Background: an optimization exercise with open tools, aiming at a short achievable clock period and few clock cycles. Do not read the settings as production practice. The RTL was checked by simulation tests, not by an equivalence proof against the original design. Power and IR drop assume default switching activity.

==> design.v <==
module axi_write_responder #(
    parameter int DATA_WIDTH = 32,
    parameter int MEM_DEPTH  = 64
) (
    input  logic                         ACLK,
    input  logic                         RESETn,
    input  logic [3:0]                   AWID,
    input  logic [31:0]                  AWADDR,
    input  logic [3:0]                   AWLEN,
    input  logic [2:0]                   AWSIZE,
    input  logic [1:0]                   AWBURST,
    input  logic                         AWVALID,
    output logic                         AWREADY,
    input  logic [3:0]                   WID,
    input  logic [DATA_WIDTH-1:0]        WDATA,
    input  logic [DATA_WIDTH/8-1:0]      WSTRB,
    input  logic                         WLAST,
    input  logic                         WVALID,
    output logic                         WREADY,
    output logic [3:0]                   BID,
    output logic [1:0]                   BRESP,
    output logic                         BVALID,
    input  logic                         BREADY,
    input  logic [$clog2(MEM_DEPTH)-1:0] dbg_addr,
    output logic [DATA_WIDTH-1:0]        dbg_rdata
);
    localparam int IDX_W = $clog2(MEM_DEPTH);
    localparam int NB    = DATA_WIDTH / 8;
    localparam logic [1:0] BURST_FIXED = 2'b00;
    localparam logic [1:0] BURST_INCR  = 2'b01;
    localparam logic [1:0] BURST_WRAP  = 2'b10;
    localparam logic [1:0] BURST_RSVD  = 2'b11;
    localparam logic [1:0] RESP_OKAY   = 2'b00;
    localparam logic [1:0] RESP_SLVERR = 2'b10;
    logic       aw_bad;
    logic [7:0] aw_step;
    logic [7:0] aw_mask;
    always_comb begin
        aw_bad = (AWSIZE > 3'd2) || (AWBURST == BURST_RSVD)
              || ((AWBURST == BURST_WRAP) && !((AWLEN == 4'd1) || (AWLEN == 4'd3) || (AWLEN == 4'd7) || (AWLEN == 4'd15)));
        aw_step = (AWBURST == BURST_FIXED) ? 8'd0 : (8'd1 << AWSIZE[1:0]);
        aw_mask = (AWBURST == BURST_WRAP) ? 8'((({4'd0, AWLEN} + 8'd1) << AWSIZE[1:0]) - 8'd1) : 8'hFF;
    end
    logic       cur_v;
    logic [3:0] cur_id;
    logic [7:0] cur_addr;
    logic [7:0] cur_step;
    logic [7:0] cur_mask;
    logic       cur_bad;
    logic [3:0] cur_rem;      
    logic       cur_over;     
    logic       cur_err;
    logic       nxt_v;
    logic [3:0] nxt_id;
    logic [7:0] nxt_addr;
    logic [7:0] nxt_step;
    logic [7:0] nxt_mask;
    logic       nxt_bad;
    logic [3:0] nxt_len;
    logic       b0_v, b1_v;
    logic [3:0] b0_id, b1_id;
    logic [1:0] b0_resp, b1_resp;
    logic       awready_q;
    logic       wready_q;
    logic [DATA_WIDTH-1:0] mem [MEM_DEPTH];
    logic       aw_fire, w_fire, wl_fire, b_fire;
    logic       byp_q;        
    logic       beat_err, last_err;
    logic [1:0] resp;
    logic [7:0] addr_adv;
    logic [3:0] e_id;
    logic [7:0] e_addr, e_step, e_mask;
    logic       e_bad, e_over, e_err;
    logic [3:0] e_rem;
    assign aw_fire = AWVALID && awready_q;
    assign w_fire  = WVALID && (wready_q || (byp_q && AWVALID));
    assign wl_fire = w_fire && WLAST;
    assign b_fire  = b0_v && BREADY;
    always_comb begin
        if (cur_v) begin
            e_id   = cur_id;
            e_addr = cur_addr;
            e_step = cur_step;
            e_mask = cur_mask;
            e_bad  = cur_bad;
            e_rem  = cur_rem;
            e_over = cur_over;
            e_err  = cur_err;
        end else begin
            e_id   = AWID;
            e_addr = AWADDR[7:0];
            e_step = aw_step;
            e_mask = aw_mask;
            e_bad  = aw_bad;
            e_rem  = AWLEN;
            e_over = 1'b0;
            e_err  = 1'b0;
        end
        beat_err = (WID != e_id) || e_bad || e_over;
        last_err = beat_err || (e_rem != 4'd0);
        resp     = (e_err || last_err) ? RESP_SLVERR : RESP_OKAY;
        addr_adv = (e_addr & ~e_mask) | ((e_addr + e_step) & e_mask);
    end
    always_ff @(posedge ACLK) begin
        if (w_fire && !beat_err) begin
            for (int b = 0; b < NB; b++) begin
                if (WSTRB[b]) mem[e_addr[IDX_W+1:2]][8*b +: 8] <= WDATA[8*b +: 8];
            end
        end
    end
    always_ff @(posedge ACLK) begin
        if (cur_v && wl_fire) begin
            if (nxt_v) begin
                cur_id   <= nxt_id;
                cur_addr <= nxt_addr;
                cur_step <= nxt_step;
                cur_mask <= nxt_mask;
                cur_bad  <= nxt_bad;
                cur_rem  <= nxt_len;
            end else begin
                cur_id   <= AWID;
                cur_addr <= AWADDR[7:0];
                cur_step <= aw_step;
                cur_mask <= aw_mask;
                cur_bad  <= aw_bad;
                cur_rem  <= AWLEN;
            end
        end else begin
            cur_id   <= e_id;
            cur_step <= e_step;
            cur_mask <= e_mask;
            cur_bad  <= e_bad;
            if (w_fire) begin
                cur_addr <= addr_adv;
                cur_rem  <= (e_rem != 4'd0) ? e_rem - 4'd1 : e_rem;
            end else begin
                cur_addr <= e_addr;
                cur_rem  <= e_rem;
            end
        end
        if (aw_fire) begin
            nxt_id   <= AWID;
            nxt_addr <= AWADDR[7:0];
            nxt_step <= aw_step;
            nxt_mask <= aw_mask;
            nxt_bad  <= aw_bad;
            nxt_len  <= AWLEN;
        end
    end
    logic cur_v_d, nxt_v_d, b0_v_d, b1_v_d;
    always_comb begin
        if (!cur_v) begin
            cur_v_d = aw_fire && !wl_fire;
            nxt_v_d = 1'b0;
        end else if (wl_fire) begin
            cur_v_d = nxt_v || aw_fire;
            nxt_v_d = 1'b0;
        end else begin
            cur_v_d = 1'b1;
            nxt_v_d = nxt_v || aw_fire;
        end
        if (!b0_v || b_fire) begin
            b0_v_d = b1_v || wl_fire;
            b1_v_d = 1'b0;
        end else begin
            b0_v_d = 1'b1;
            b1_v_d = b1_v || wl_fire;
        end
    end
    always_ff @(posedge ACLK or negedge RESETn) begin
        if (!RESETn) begin
            cur_v     <= 1'b0;
            nxt_v     <= 1'b0;
            b0_v      <= 1'b0;
            b1_v      <= 1'b0;
            cur_over  <= 1'b0;
            cur_err   <= 1'b0;
            awready_q <= 1'b0;
            wready_q  <= 1'b0;
            byp_q     <= 1'b0;
        end else begin
            cur_v     <= cur_v_d;
            nxt_v     <= nxt_v_d;
            b0_v      <= b0_v_d;
            b1_v      <= b1_v_d;
            awready_q <= !nxt_v_d;
            wready_q  <= cur_v_d && !b1_v_d;
            byp_q     <= !cur_v_d && !b1_v_d;
            if (cur_v && wl_fire) begin
                cur_over <= 1'b0;
                cur_err  <= 1'b0;
            end else if (w_fire) begin
                cur_over <= e_over || (e_rem == 4'd0);
                cur_err  <= e_err || beat_err;
            end else begin
                cur_over <= e_over;
                cur_err  <= e_err;
            end
        end
    end
    always_ff @(posedge ACLK) begin
        if (!b0_v || b_fire) begin
            if (b1_v) begin
                b0_id   <= b1_id;
                b0_resp <= b1_resp;
            end else begin
                b0_id   <= e_id;
                b0_resp <= resp;
            end
        end
        if (wl_fire) begin
            b1_id   <= e_id;
            b1_resp <= resp;
        end
    end
    assign AWREADY   = awready_q;
    assign WREADY    = wready_q || (byp_q && AWVALID);
    assign BVALID    = b0_v;
    assign BID       = b0_id;
    assign BRESP     = b0_resp;
    for (genvar b = 0; b < DATA_WIDTH; b++) begin : g_bit
        logic [5:0] an, ap;       
        logic [3:0] mdn;          
        logic [7:0] hin;          
        logic [31:0] pn;          
        logic [7:0] gn;           
        logic [3:0] p;
        logic [1:0] q;
        logic [3:0] s0;           
        for (genvar k = 0; k < 6; k++) begin : g_ain
            axi_wr_inv u_n (.a(dbg_addr[k]), .y(an[k]));
            axi_wr_inv u_p (.a(an[k]), .y(ap[k]));
        end
        for (genvar c = 0; c < 4; c++) begin : g_s0
            axi_wr_inv u_s (.a(an[0]), .y(s0[c]));
        end
        for (genvar i = 0; i < 4; i++) begin : g_mdec
            axi_wr_nand2 u_m (
                .a(i[0] ? ap[1] : an[1]),
                .b(i[1] ? ap[2] : an[2]),
                .y(mdn[i])
            );
        end
        for (genvar i = 0; i < 8; i++) begin : g_hdec
            axi_wr_nand3 u_hi (
                .a(i[0] ? ap[3] : an[3]),
                .b(i[1] ? ap[4] : an[4]),
                .c(i[2] ? ap[5] : an[5]),
                .y(hin[i])
            );
        end
        for (genvar k = 0; k < 32; k++) begin : g_pair
            axi_wr_mux2i u_m (.a0(mem[2*k][b]), .a1(mem[2*k+1][b]), .s(s0[k/8]), .y(pn[k]));
        end
        for (genvar j = 0; j < 8; j++) begin : g_grp
            logic [1:0] t;
            axi_wr_oai22 u_o0 (.a0(pn[4*j+0]), .s0(mdn[0]), .a1(pn[4*j+1]), .s1(mdn[1]), .y(t[0]));
            axi_wr_oai22 u_o1 (.a0(pn[4*j+2]), .s0(mdn[2]), .a1(pn[4*j+3]), .s1(mdn[3]), .y(t[1]));
            axi_wr_nor2  u_r  (.a(t[0]), .b(t[1]), .y(gn[j]));
        end
        for (genvar k = 0; k < 4; k++) begin : g_pair2
            axi_wr_oai22 u_o (.a0(gn[2*k]), .s0(hin[2*k]), .a1(gn[2*k+1]), .s1(hin[2*k+1]), .y(p[k]));
        end
        axi_wr_nor2  u_r0 (.a(p[0]), .b(p[1]), .y(q[0]));
        axi_wr_nor2  u_r1 (.a(p[2]), .b(p[3]), .y(q[1]));
        axi_wr_nand2 u_n  (.a(q[0]), .b(q[1]), .y(dbg_rdata[b]));
    end
endmodule
module axi_wr_inv (
    input  logic a,
    output logic y
);
    assign y = !a;
endmodule
module axi_wr_nand3 (
    input  logic a,
    input  logic b,
    input  logic c,
    output logic y
);
    assign y = !(a && b && c);
endmodule
module axi_wr_mux2i (
    input  logic a0,
    input  logic a1,
    input  logic s,
    output logic y
);
    assign y = !(s ? a1 : a0);
endmodule
module axi_wr_oai22 (
    input  logic a0,
    input  logic s0,
    input  logic a1,
    input  logic s1,
    output logic y
);
    assign y = !((a0 || s0) && (a1 || s1));
endmodule
module axi_wr_nand2 (
    input  logic a,
    input  logic b,
    output logic y
);
    assign y = !(a && b);
endmodule
module axi_wr_nor2 (
    input  logic a,
    input  logic b,
    output logic y
);
    assign y = !(a || b);
endmodule
==> flow/run.sh <==
#!/bin/bash
# Own layout flow: the standard ORFS flow (standard.sh), with changes that only affect
# which cells make up the combinational logic and port buffers:
#  1. cells that only add delay (delay gates, low-power and delay clock buffers/inverters) are
#     kept out of the logic, so synthesis and timing repair cannot pick them;
#  2. the port buffers that global placement inserts (every input and output still gets one)
#     are plain buffers (buf_4) rather than the delay buffer buffer_ports picks by default;
#  3. after floorplan, the small gates of the debug-read tree get stronger cells (upsize.tcl),
#     before placement, so placement and repair start from stronger gates.
# Registers, power grid, tap cells and every other step are the standard flow's.
# Each tool's full output goes to its own log file in this folder (ORFS also keeps its own
# per-step logs under orfs/logs/).
set -euo pipefail
here=$(pwd)
export DONT_USE_CELLS="sky130_fd_sc_hd__dlygate* sky130_fd_sc_hd__clkdlybuf* sky130_fd_sc_hd__dlymetal* sky130_fd_sc_hd__clkinvlp*"
export BUFFER_PORTS_ARGS="-buffer_cell sky130_fd_sc_hd__buf_4"
res="$here/orfs/results/$FLOW_PLATFORM/axi_write_responder/base"
bash standard.sh floorplan > "$here/log_1_floorplan.log" 2>&1
printf 'read_db %s\nsource %s\nwrite_db %s\n' "$res/2_floorplan.odb" "$here/flow/upsize.tcl" "$res/2_floorplan.odb" > "$here/upsize_run.tcl"
openroad -no_init -exit "$here/upsize_run.tcl" > "$here/log_2_upsize.log" 2>&1
bash standard.sh finish > "$here/log_3_finish.log" 2>&1
==> flow/upsize.tcl <==
# Give the small gates of the debug-read tree more drive before placement: every nand2, nor2,
# nand3, nand4, a22oi, o22ai and inverter of drive 0, 1 or 2 becomes the drive-4 cell of the
# same function, and every mux2i of drive 0 or 1 the drive-2 cell (same pins). Registers and
# all other cells are left as synthesis made them.
set db [ord::get_db]
set block [ord::get_db_block]
set n 0
foreach inst [$block getInsts] {
  set m [[$inst getMaster] getName]
  if {[regexp {^(sky130_fd_sc_hd__(?:nand2|nor2|nand3|nand4|a22oi|o22ai|inv))_[012]$} $m -> base]} {
    set new [$db findMaster ${base}_4]
    if {$new ne "NULL" && $new ne ""} { $inst swapMaster $new; incr n }
  } elseif {[regexp {^(sky130_fd_sc_hd__mux2i)_[01]$} $m -> base]} {
    set new [$db findMaster ${base}_2]
    if {$new ne "NULL" && $new ne ""} { $inst swapMaster $new; incr n }
  }
}
puts "upsized $n instances"
==> standard.sh <==
#!/bin/bash
# synth_recipe.tcl (not shown) runs the flow's synth.tcl, then flattens the netlist and writes it again
# the make line also repeats each setting of config.mk as NAME=value (left out here)
make -C /OpenROAD-flow-scripts/flow DESIGN_CONFIG=/design/flow/config.mk WORK_HOME=/design/flow/orfs CLKGATE_MAP_FILE= SYNTH_SCRIPT=/design/flow/synth_recipe.tcl "${@:-finish}"
==> config.mk <==
export PLATFORM = sky130hd
export DESIGN_NAME = axi_write_responder
export DESIGN_NICKNAME = axi_write_responder
export VERILOG_FILES = /design/flow/design.v
export SDC_FILE = /design/flow/constraint.sdc
export NUM_CORES = 4
export LEC_CHECK = 0
export CAP_MARGIN = 20
export CORE_MARGIN = 2
export CORE_UTILIZATION = 45
export PLACE_DENSITY = 0.6
export SETUP_SLACK_MARGIN = 5
export SLEW_MARGIN = 20
export SYNTH_HIERARCHICAL = 1
==> constraint.sdc <==
create_clock -name core_clock -period 6.0 [get_ports {ACLK}]
set_input_delay 1.2000 -clock core_clock [delete_from_list [all_inputs] [get_ports {ACLK}]]
set_output_delay 1.2000 -clock core_clock [all_outputs]
set_load 0.01 [all_outputs]
==> results of run 1 <==
[Yosys stat by module (local to each module, per instance)]
module / flip-flops and latches / area, µm² / cells / times used
axi_write_responder: 2129 / 67600 / 2873 / 1
axi_wr_nor2: 0 / 3.75 / 1 / 320
axi_wr_inv: 0 / 3.75 / 1 / 480
axi_wr_nand2: 0 / 3.75 / 1 / 160
axi_wr_oai22: 0 / 6.26 / 1 / 640
axi_wr_nand3: 0 / 5.00 / 1 / 256
axi_wr_mux2i: 0 / 10.0 / 1 / 1024
[metrics by stage]
| step | hold slack (ns) | total power (µW) | cells | area (µm²) | setup slack, ns |
|---|---|---|---|---|---|
| 3_3_place_gp | 0.491 | 22700 | 8366 | 115000 | 1.08 |
| 5_1_grt | 0.110 | 38600 | 9440 | 140000 | 1.81 |
| 2_1_floorplan | 0.455 | 18900 | 5753 | 87400 | 2.57 |
| 6_report | 0.144 | 37600 | 9441 | 140000 | 1.81 |
| 4_1_cts | 0.0806 | 37300 | 9376 | 137000 | 1.89 |
| 3_5_place_dp | 0.500 | 22700 | 8366 | 115000 | 1.05 |
[final cells by class]
cell class                 count  share of cell area (%)
sequential                  2129                    45.5
timing repair buffer         784                    8.57
clock buffer                 272                    4.11
timing repair inverter         1                  0.0116
antenna                        3                 0.00537
clock inverter               132                   0.846
inverter                     502                    3.21
tap                         2526                    2.26
multi-input combinational   3092                    35.5
[worst min-delay path by stage]
stage | start | to | slack, ns | depth (start not counted)
2_1_floorplan | cur_step[7]$_SDFF_PP0_ | cur_step[7]$_SDFF_PP0_ | 0.45 | 1
3_3_place_gp | nxt_addr[1]$_DFFE_PP_ | cur_addr[1]$_DFF_P_ | 0.49 | 2
3_5_place_dp | cur_err$_DFF_PN0_ | cur_err$_DFF_PN0_ | 0.50 | 1
4_1_cts | RESETn | b0_v$_DFF_PN0_ | 0.08 | 1
5_1_grt | RESETn | cur_err$_DFF_PN0_ | 0.11 | 1
6_report | RESETn | b0_v$_DFF_PN0_ | 0.14 | 1
[flip-flops by register name, summed over array words and instances (netlist names), 8 cells and up]
signal and cells:
mem 2048, cur_addr 8, cur_mask 8, cur_step 8, nxt_addr 8, nxt_mask 8
[power by group]
part / internal [µW] / switching (µW) / total, µW
registers: 16500 / 148 / 16700
clock network: 7470 / 5860 / 13300
logic: 3140 / 4460 / 7610
total: 27100 / 10500 / 37600
[routing by layer]
layer,track usage [%],wire length (µm)
met5,0.366,184
met3,5.61,21000
met1,44.1,128000
met2,49.5,148000
met4,12.0,13500
[cells by family after synthesis]
kind of cell             synth area share [%]
XOR/XNOR                                0.172
buffers and inverters                    2.63
other                                 0.00432
adder cells (fa/ha/maj)                 0.182
multiplexers                             12.3
flip-flops                               73.3
AND/OR/NAND/NOR                          5.89
AO/OA/AOI/OAI                            5.58
[Yosys cell counts, drive strengths merged, types with 12 or more instances]
library cell     n
a21oi           35
mux2i         1049
inv            502
nor2           625
o21ai           28
clkbuf          12
nand3          259
edfxtp        2087
dfxtp           33
buf             37
nand2          276
nor2b           14
o22ai          644
[repair_timing]
item | in CTS | in global routing
gates resized for setup | 1096 | 364
setup endpoints to repair | 4211 | 2295
buffers inserted | 566 | 62
pin swaps | 399 | 153
gates cloned | 40 | 0
==> impl_metrics.json, run 1 <==
{
  "status": "timing/DRC/antenna clean",
  "setup_viol": 0,
  "synth_top_area_share_pct": 72.3,
  "yosysTopAreaCell": "edfxtp_1",
  "dieArea_mm2": 0.196,
  "syn_area_mm2": 0.0867,
  "start_util_pct": 45.2,
  "r2r_end": "mem[58][23]$_DFFE_PP_",
  "synth_nets": 5862,
  "antenna_found_initial": 3,
  "power_density_mw_per_mm2": 269,
  "gp_congestion": 0.816,
  "via_per_inst": 6.06,
  "peakVddDrop_mv": 0.339,
  "clock_latency_ns": 0.88,
  "fill_cells": 11170,
  "critPathMaxStageDelay_ns": 0.33,
  "ys.warnings.count": 7,
  "htree_levels": 4,
  "grt_pass1_wl_um": 436000,
  "hp-class": "primary input to asynchronous set/reset pin",
  "grt_max_degree": 65,
  "cp.required_ns": 4.80,
  "critical_path_depth": 12,
  "core_area_mm2": 0.192,
  "cts_made_buffers": 220,
  "period_minus_slack_ns": 4.19,
  "ys_ff_latch": 2129,
  "ys.flop_type": "edfxtp_1",
  "cp-start-kind": "primary input",
  "synth_area_leaders": "edfxtp_1 (72%), mux2i_1 (12%), o22ai_1 (4.6%), nor2_1 (2.7%), inv_1 (2.1%)",
  "utilization_pct": 72.8,
  "cap_violations": 0,
  "finClkSkew_ns": 0.0272,
  "seq_area_frac_synth_pct": 73.3,
  "vias": 57166,
  "crit_arrival_ns": 2.99,
  "crit_buf_inv": 6,
  "ys_types": 64,
  "ios": 138,
  "syn_avg_cell_area_um2": 15.1,
  "numClockSinks": 2129,
  "synth-edff-count": 2087,
  "path_cells": "buf_16 -> buf_16 -> buf_12 -> inv_8 -> inv_12 -> mux2i_4 -> o22ai_4 -> nor2_4 -> o22ai_4 -> nor2_4 -> nand2_4 -> buf_4",
  "ctsLongestPathBuffers": 3,
  "cp-end-kind": "output port",
  "slew_headroom_pct": 53.7,
  "fmax_mhz": 239,
  "rsz0062_at_grt": "true",
  "first_pass_iters": 7,
  "wire_per_inst_um": 32.9,
  "critPathKind": "primary input to output port",
  "cp_top_family": "buffers and inverters",
  "rows": 161,
  "final_cell_mix": "edfxtp_1 (2087), o22ai_4 (644), nor2_4 (625)",
  "cp-startpoint": "dbg_addr[0]",
  "die_w_um": 443,
  "reg2reg_depth": 17,
  "leakage_uw": 0.0428,
  "grt-ovfl-total": 0,
  "layout-drive-gt1-share_pct": 66.4,
  "areaGrowthSynthToFinish_pct": 61.2,
  "path_clk_slew_ns": 0.06,
  "synthArstFlopShare_pct": 0.423,
  "r2r-start": "cur_v$_DFF_PN0_",
  "tns_ns": 0,
  "synth_cells": 5753,
  "gr-usage-all-layers_pct": 31.6,
  "multi_input_area_mm2": 0.0497,
  "dp_hpwl_um": 180000,
  "holdBufCountCts": 0,
  "crit_path_top_delay_cell": "mux2i_4",
  "postRouteAntennaNets": 0,
  "rrSetupSlack_ns": 2.70,
  "tightest_slew_ns": 0.688,
  "port_buffers": 112,
  "cp-endpoint": "dbg_rdata[18]",
  "cts_root_buf": "clkbuf_16",
  "layout.area.seq_mm2": 0.0636,
  "grt_pass1_vias": 57759,
  "drt_iter0_drc": 5786,
  "period_share_pct": 69.8,
  "mostFrequentLayoutCell": "edfxtp_1",
  "wl_um": 311000,
  "hold_viol": 0,
  "cts_tree": "done",
  "drv_slew": 0,
  "die_h_um": 443,
  "crit_fanout": 8,
  "final_nets": 6839,
  "drc": 0
}
Testbench counts, summed over its fixed seeds: cycles 8,907.
==> run 2: changes to the inputs <==
--- a/config.mk
+++ b/config.mk
@@ -9,5 +9,5 @@
 export CORE_MARGIN = 2
 export CORE_UTILIZATION = 45
-export PLACE_DENSITY = 0.6
+export PLACE_DENSITY = 0.7
 export SETUP_SLACK_MARGIN = 5
 export SLEW_MARGIN = 20
==> impl_metrics.json, run 2 <==
{
  "status": "timing/DRC/antenna clean",
  "numClockSinks": 2129,
  "synth-simple-area-share_pct": 5.89,
  "syn_area_mm2": 0.0867,
  "hold_viol": 0,
  "path_cells": "buf_16 -> buf_12 -> buf_12 -> buf_4 -> inv_12 -> inv_12 -> mux2i_2 -> o22ai_4 -> nor2_4 -> o22ai_4 -> nor2_4 -> nand2_4 -> buf_4",
  "grt_max_degree": 65,
  "vias": 57051,
  "synthAdderAreaFrac_pct": 0.182,
  "leakage_uw": 0.0426,
  "rows": 161,
  "drc": 0,
  "cap_violations": 0,
  "ios": 138,
  "clock_latency_ns": 0.88,
  "ys_types": 64,
  "dp_hpwl_um": 179000,
  "final_cell_mix": "edfxtp_1 (2087), o22ai_4 (644), nor2_4 (625)",
  "ys_ff_latch": 2129,
  "synth_top_family_by_area": "multiplexers",
  "cp.required_ns": 4.80,
  "gp_congestion": 0.821,
  "synth-edff-count": 2087,
  "first_pass_iters": 6,
  "synth_xor_area_share_pct": 0.172,
  "yosysMostFrequentCell": "edfxtp_1",
  "synth_cells": 5753,
  "power_uw": 37600,
  "drt_iter0_drc": 5854,
  "ctsLongestPathBuffers": 3,
  "critPathMaxStageDelay_ns": 0.29,
  "antenna_found_initial": 3,
  "period_minus_slack_ns": 4.20,
  "synth_top_area_share_pct": 72.3,
  "crit_path_top_delay_cell": "mux2i_2",
  "wl_um": 304000,
  "postRouteAntennaNets": 0,
  "grt-ovfl-total": 0,
  "tightest_slew_ns": 0.787,
  "final_nets": 6781,
  "areaGrowthSynthToFinish_pct": 61.2,
  "ys.flop_type": "edfxtp_1",
  "cp-end-kind": "output port",
  "synth_compound_area_share_pct": 5.58,
  "gr-usage-all-layers_pct": 30.3,
  "mostFrequentLayoutCell": "edfxtp_1",
  "htree_levels": 4,
  "yosysTopAreaCell": "edfxtp_1",
  "crit_fanout": 8,
  "period_share_pct": 69.9,
  "hp-class": "primary input to asynchronous set/reset pin",
  "synth_nets": 5862,
  "cts_made_buffers": 218,
  "syn_avg_cell_area_um2": 15.1,
  "largest_register_ffs": 2048,
  "path_clk_slew_ns": 0.06,
  "core_area_mm2": 0.192,
  "rrSetupSlack_ns": 2.78,
  "fill_cells": 10707,
  "wire_per_inst_um": 32.4,
  "slew_headroom_pct": 47.1,
  "power_density_mw_per_mm2": 269,
  "die_h_um": 443,
  "grt_pass1_wl_um": 425000,
  "synthTopCellsByCount": "edfxtp_1 (2087), mux2i_1 (1048), o22ai_1 (644)",
  "die_w_um": 443,
  "synth_area_leaders": "edfxtp_1 (72%), mux2i_1 (12%), o22ai_1 (4.6%), nor2_1 (2.7%), inv_1 (2.1%)",
  "peakVddDrop_mv": 0.401,
  "critPathKind": "primary input to output port",
  "ys.warnings.count": 7,
  "seq_area_frac_synth_pct": 73.3,
  "tns_ns": 0,
  "cts_tree": "done",
  "via_per_inst": 6.08,
  "crit_arrival_ns": 3.00,
  "synth_mux_area_share_pct": 12.3,
  "dieArea_mm2": 0.196,
  "setup_viol": 0,
  "layout-drive-gt1-share_pct": 65.6,
  "grt_pass1_vias": 57671,
  "cts_root_buf": "clkbuf_16",
  "cp-start-kind": "primary input",
  "rsz0062_at_grt": "true",
  "start_util_pct": 45.2,
  "finClkSkew_ns": 0.0338,
  "synthArstFlopShare_pct": 0.423,
  "fmax_mhz": 238,
  "port_buffers": 112,
  "drv_slew": 0
}
[run 2: where the power goes]
group	switching (µW)	internal [µW]	total, µW
Clock	5850	7530	13400
Combinational	4510	3020	7530
Sequential	154	16500	16700
Total	10500	27100	37600
[run 2: critical path: cells and delay by family]
kind / cells / cell delay [ns]
buf+inv: 7 / 0.92
simple gates: 3 / 0.34
mux: 1 / 0.29
compound gates: 2 / 0.21
[run 2: what timing repair did]
| action | in CTS | in global routing |
|---|---|---|
| hold buffers | 0 | 0 |
| setup endpoints to repair | 4235 | 2538 |
| pin swaps | 414 | 154 |
| resized for setup | 1014 | 445 |
| buffers inserted | 481 | 85 |
| cloned | 41 | 1 |
[run 2: path summary, 6_finish.rpt]
kind | start | end | cells past startpoint
min in group core_clock | AWADDR[0] | nxt_addr[0]$_DFFE_PP_ | 1
min | RESETn | b0_v$_DFF_PN0_ | 1
max | dbg_addr[0] | dbg_rdata[13] | 13
max reg2reg | cur_v$_DFF_PN0_ | mem[40][26]$_DFFE_PP_ | 15
max in group asynchronous | RESETn | cur_v$_DFF_PN0_ | 1
min reg2reg | cur_step[7]$_SDFF_PP0_ | cur_step[7]$_SDFF_PP0_ | 1
[run 2: logic make-up after synthesis]
kind of cell               Yosys count
adders and majority gates           12
other                                1
DFF                               2129
buffers and inverters              551
xor gates and xnor gates            17
and+or+nand+nor                   1216
muxes                             1060
AOI/OAI and AO/OA                  767
[run 2: metal layers]
| layer | GRT usage (%) | part of all wire, % |
|---|---|---|
| met4 | 9.36 | 4.0 |
| met5 | 0 | 0.0085 |
| met2 | 49.6 | 49 |
| met1 | 41.3 | 40 |
| met3 | 5.68 | 7.1 |
[run 2: Yosys stat by module, one instance, submodules excluded]
module               area [µm²]  copies in the design
axi_wr_inv                 3.75                   480
axi_wr_mux2i               10.0                  1024
axi_wr_nand2               3.75                   160
axi_wr_nand3               5.00                   256
axi_wr_nor2                3.75                   320
axi_wr_oai22               6.26                   640
axi_write_responder       67600                     1
[run 2: area by class of cell]
cell class	instances	area, µm²	area share (%)
well taps	2526	3160	2.26
clock inverters	130	1190	0.853
flip-flops and latches	2129	63600	45.5
inverters	502	4620	3.31
repair buffers	739	11700	8.39
diodes	1	2.50	0.00179
repair inverters	1	16.3	0.0116
clock buffers	272	5730	4.10
multi-input cells	3081	49800	35.6
[run 2: through the flow]
step | util, % | hold WS [ns] | cell area [µm²] | cells | setup slack, ns
after floorplan | - | 0.455 | 87400 | 5753 | 2.57
after global placement | 59.9 | 0.483 | 115000 | 8369 | 1.16
after detailed placement | 59.9 | 0.480 | 115000 | 8370 | 1.13
after CTS | 71.0 | 0.0808 | 136000 | 9294 | 1.88
after global routing | 72.8 | 0.110 | 140000 | 9380 | 1.75
final | 72.8 | 0.130 | 140000 | 9381 | 1.80
==> run 3: changes to the inputs <==
--- a/config.mk
+++ b/config.mk
@@ -9,6 +9,7 @@
 export CORE_MARGIN = 2
 export CORE_UTILIZATION = 45
-export PLACE_DENSITY = 0.7
+export PLACE_DENSITY = 0.6
 export SETUP_SLACK_MARGIN = 5
 export SLEW_MARGIN = 20
 export SYNTH_HIERARCHICAL = 1
+export TNS_END_PERCENT = 10
==> impl_metrics.json, run 3 <==
{
  "drv_slew": 0,
  "cts_tree": "done",
  "cp.required_ns": 4.80,
  "cp-end-kind": "output port",
  "core_area_mm2": 0.192,
  "tightest_slew_ns": 0.788,
  "ios": 138,
  "fill_cells": 12129,
  "final_nets": 6430,
  "critPathKind": "primary input to output port",
  "rsz0062_at_grt": "true",
  "vias": 53677,
  "areaGrowthSynthToFinish_pct": 53.5,
  "fmax_mhz": 241,
  "antenna_found_initial": 3,
  "drt_iter0_drc": 4065,
  "power_density_mw_per_mm2": 278,
  "htree_levels": 4,
  "ys.flop_type": "edfxtp_1",
  "mostFrequentLayoutCell": "edfxtp_1",
  "multi_input_area_mm2": 0.0491,
  "leakage_uw": 0.0400,
  "port_buffers": 112,
  "wire_per_inst_um": 31.3,
  "cp-start-kind": "primary input",
  "dp_hpwl_um": 184000,
  "first_pass_iters": 5,
  "synthArstFlopShare_pct": 0.423,
  "via_per_inst": 5.94,
  "cap_violations": 0,
  "status": "timing/DRC/antenna clean",
  "grt_pass1_vias": 54494,
  "ys_types": 64,
  "postRouteAntennaNets": 0,
  "period_share_pct": 69.2,
  "finClkSkew_ns": 0.0293,
  "synth_top_area_share_pct": 72.3,
  "utilization_pct": 69.3,
  "slew_headroom_pct": 47.3,
  "synth_cells": 5753,
  "period_minus_slack_ns": 4.15,
  "grt_max_degree": 65,
  "synth_area_leaders": "edfxtp_1 (72%), mux2i_1 (12%), o22ai_1 (4.6%), nor2_1 (2.7%), inv_1 (2.1%)",
  "die_h_um": 443,
  "ys.warnings.count": 7,
  "synth_nets": 5862,
  "synthTopCellsByCount": "edfxtp_1 (2087), mux2i_1 (1048), o22ai_1 (644)",
  "rows": 161,
  "path_clk_slew_ns": 0.06,
  "wl_um": 283000,
  "crit_fanout": 8,
  "hp-class": "primary input to asynchronous set/reset pin",
  "cts_made_buffers": 224,
  "layout-drive-gt1-share_pct": 63.4,
  "hold_viol": 0,
  "dieArea_mm2": 0.196,
  "ctsLongestPathBuffers": 3,
  "syn_avg_cell_area_um2": 15.1,
  "largest_register_ffs": 2048,
  "crit_arrival_ns": 2.95,
  "seq_area_frac_synth_pct": 73.3,
  "clock_latency_ns": 0.87,
  "yosysMostFrequentCell": "edfxtp_1",
  "gr-usage-all-layers_pct": 28.7,
  "drc": 0,
  "start_util_pct": 45.2,
  "grt_pass1_wl_um": 401000,
  "layout.area.seq_mm2": 0.0636,
  "syn_area_mm2": 0.0867,
  "die_w_um": 443,
  "final_cell_mix": "edfxtp_1 (2087), o22ai_4 (644), nor2_4 (624)",
  "tns_ns": 0,
  "peakVddDrop_mv": 0.507,
  "yosysTopAreaCell": "edfxtp_1",
  "numClockSinks": 2129,
  "grt-ovfl-total": 0,
  "fin_ws_ns": 1.85,
  "setup_viol": 0,
  "ys_ff_latch": 2129,
  "synth-edff-count": 2087,
  "cts_root_buf": "clkbuf_16",
  "gp_congestion": 0.812,
  "pre_cts_ws_ns": 1.24
}
==> run 3: cell counts after synthesis <==
No cell type changed its count.
==> run 3: area by class of cell <==
class / instances / share of cell area, %
Clock buffer: 281 / 4.43
Clock inverter: 141 / 0.935
Tap cell: 2526 / 2.37
Inverter: 502 / 3.48
Multi-Input combinational cell: 3078 / 36.9
Timing Repair Buffer: 386 / 4.18
Sequential cell: 2129 / 47.7
Antenna cell: 1 / 0.00188
==> run 3: layer usage <==
metal	vias up	routed length, µm	GRT usage (%)
li1	23767	-	-
met5	-	335	0.147
met2	1427	136000	45.8
met4	7	7880	7.78
met1	28086	123000	40.5
met3	390	16000	5.65
==> run 3: cells by family (layout without fill, tap and decap cells) <==
logic type	after synthesis	count (layout)	share of synthesized area, %
compound gates	767	767	5.58
xor+xnor	17	17	0.172
fa+ha+maj	12	12	0.182
buf+inv	551	1310	2.63
flops	2129	2129	73.3
mux	1060	1060	12.3
other cells	1	2	0.00432
simple gates	1216	1221	5.89
==> run 3: final timing paths <==
kind | depth (start not counted) | slack [ns] | start | end
min in group core_clock | 1 | 0.51 | cur_step[7]$_SDFF_PP0_ | cur_step[7]$_SDFF_PP0_
hold reg to reg | 1 | 0.51 | cur_step[7]$_SDFF_PP0_ | cur_step[7]$_SDFF_PP0_
max in group asynchronous | 1 | 5.69 | RESETn | cur_v$_DFF_PN0_
setup reg to reg | 10 | 2.59 | cur_v$_DFF_PN0_ | mem[45][3]$_DFFE_PP_
setup / recovery | 12 | 1.85 | dbg_addr[0] | dbg_rdata[15]
hold / removal | 1 | 0.15 | RESETn | awready_q$_DFF_PN0_
==> run 3: worst max-delay path, cell delays in order <==
cell and delay [ns]:
buf_16 0.14, buf_16 0.17, buf_12 0.17, inv_16 0.12, clkinv_16 0.11, mux2i_4 0.21, o22ai_4 0.09, nor2_4 0.18
o22ai_4 0.09, nor2_4 0.13, nand2_4 0.10, buf_4 0.16
==> run 3: repair_timing <==
action                      CTS  global route
pin swaps                   104           105
gates cloned                 10            13
hold buffers                  0             0
hold endpoints to repair      0             0
resized for setup           723           438
setup endpoints to repair  4240          4240
setup buffers               117           106
==> run 3: where the power goes <==
part	total [µW]	internal, µW	switching, µW
Sequential	16700	16500	121
Clock	13600	7760	5840
Combinational	6740	2540	4200
Total	37000	26800	10200
==> run 3: modules after synthesis (local to each module, per instance) <==
| module | copies in the design | flip-flops and latches | cells inside | area, µm² |
|---|---|---|---|---|
| axi_write_responder | 1 | 2129 | 2873 | 67600 |
| axi_wr_nor2 | 320 | 0 | 1 | 3.75 |
| axi_wr_nand2 | 160 | 0 | 1 | 3.75 |
| axi_wr_oai22 | 640 | 0 | 1 | 6.26 |
| axi_wr_nand3 | 256 | 0 | 1 | 5.00 |
| axi_wr_mux2i | 1024 | 0 | 1 | 10.0 |
| axi_wr_inv | 480 | 0 | 1 | 3.75 |
==> run 3: metrics by stage <==
| step | cells | hold WS [ns] | power (µW) | cell area, µm² |
|---|---|---|---|---|
| after detailed placement | 8374 | 0.496 | 22700 | 115000 |
| after CTS | 8923 | 0.0889 | 36700 | 128000 |
| after global routing | 9044 | 0.124 | 38100 | 133000 |
| after floorplan | 5753 | 0.450 | 18800 | 87000 |
| final | 9044 | 0.152 | 37000 | 133000 |
| after global placement | 8374 | 0.485 | 22700 | 115000 |

[afterwards: timing with drivers on the ports]
How much do the figures lean on ideal ports? The routed layouts below were timed once more, with nothing changed but the port constraints.
Step 1, drivers: a clkbuf_16 drives ACLK and a buf_2 each remaining input, both assumed.
Step 2 adds t to the input delays and takes it off the output delays; t is the mean of the earliest and latest rising clock arrival at the registers after step 1. Input paths then give back, and output paths get back, about the clock's delay inside the block.
Three values: ideal ports, drivers, drivers and shift; two values: the first two.
| run | t (ns) | setup WS [ns] | hold WS [ns] | worst slew at a driven data input, ns |
|---|---|---|---|---|
| run 1 | 0.954 | 1.809 / 1.723 / 1.723 | 0.144 / 0.080 / 0.537 | 0.15 |
| run 2 | 0.962 | 1.805 / 1.709 / 1.709 | 0.130 / 0.064 / 0.527 | 0.19 |
| run 3 | 0.945 | 1.848 / 1.764 / 1.724 | 0.152 / 0.090 / 0.506 | 0.15 |
After both steps every run listed still meets setup and hold. The setup slack of run 3, which loses most, moves by -0.084 ns with the drivers and by -0.124 ns with both steps.
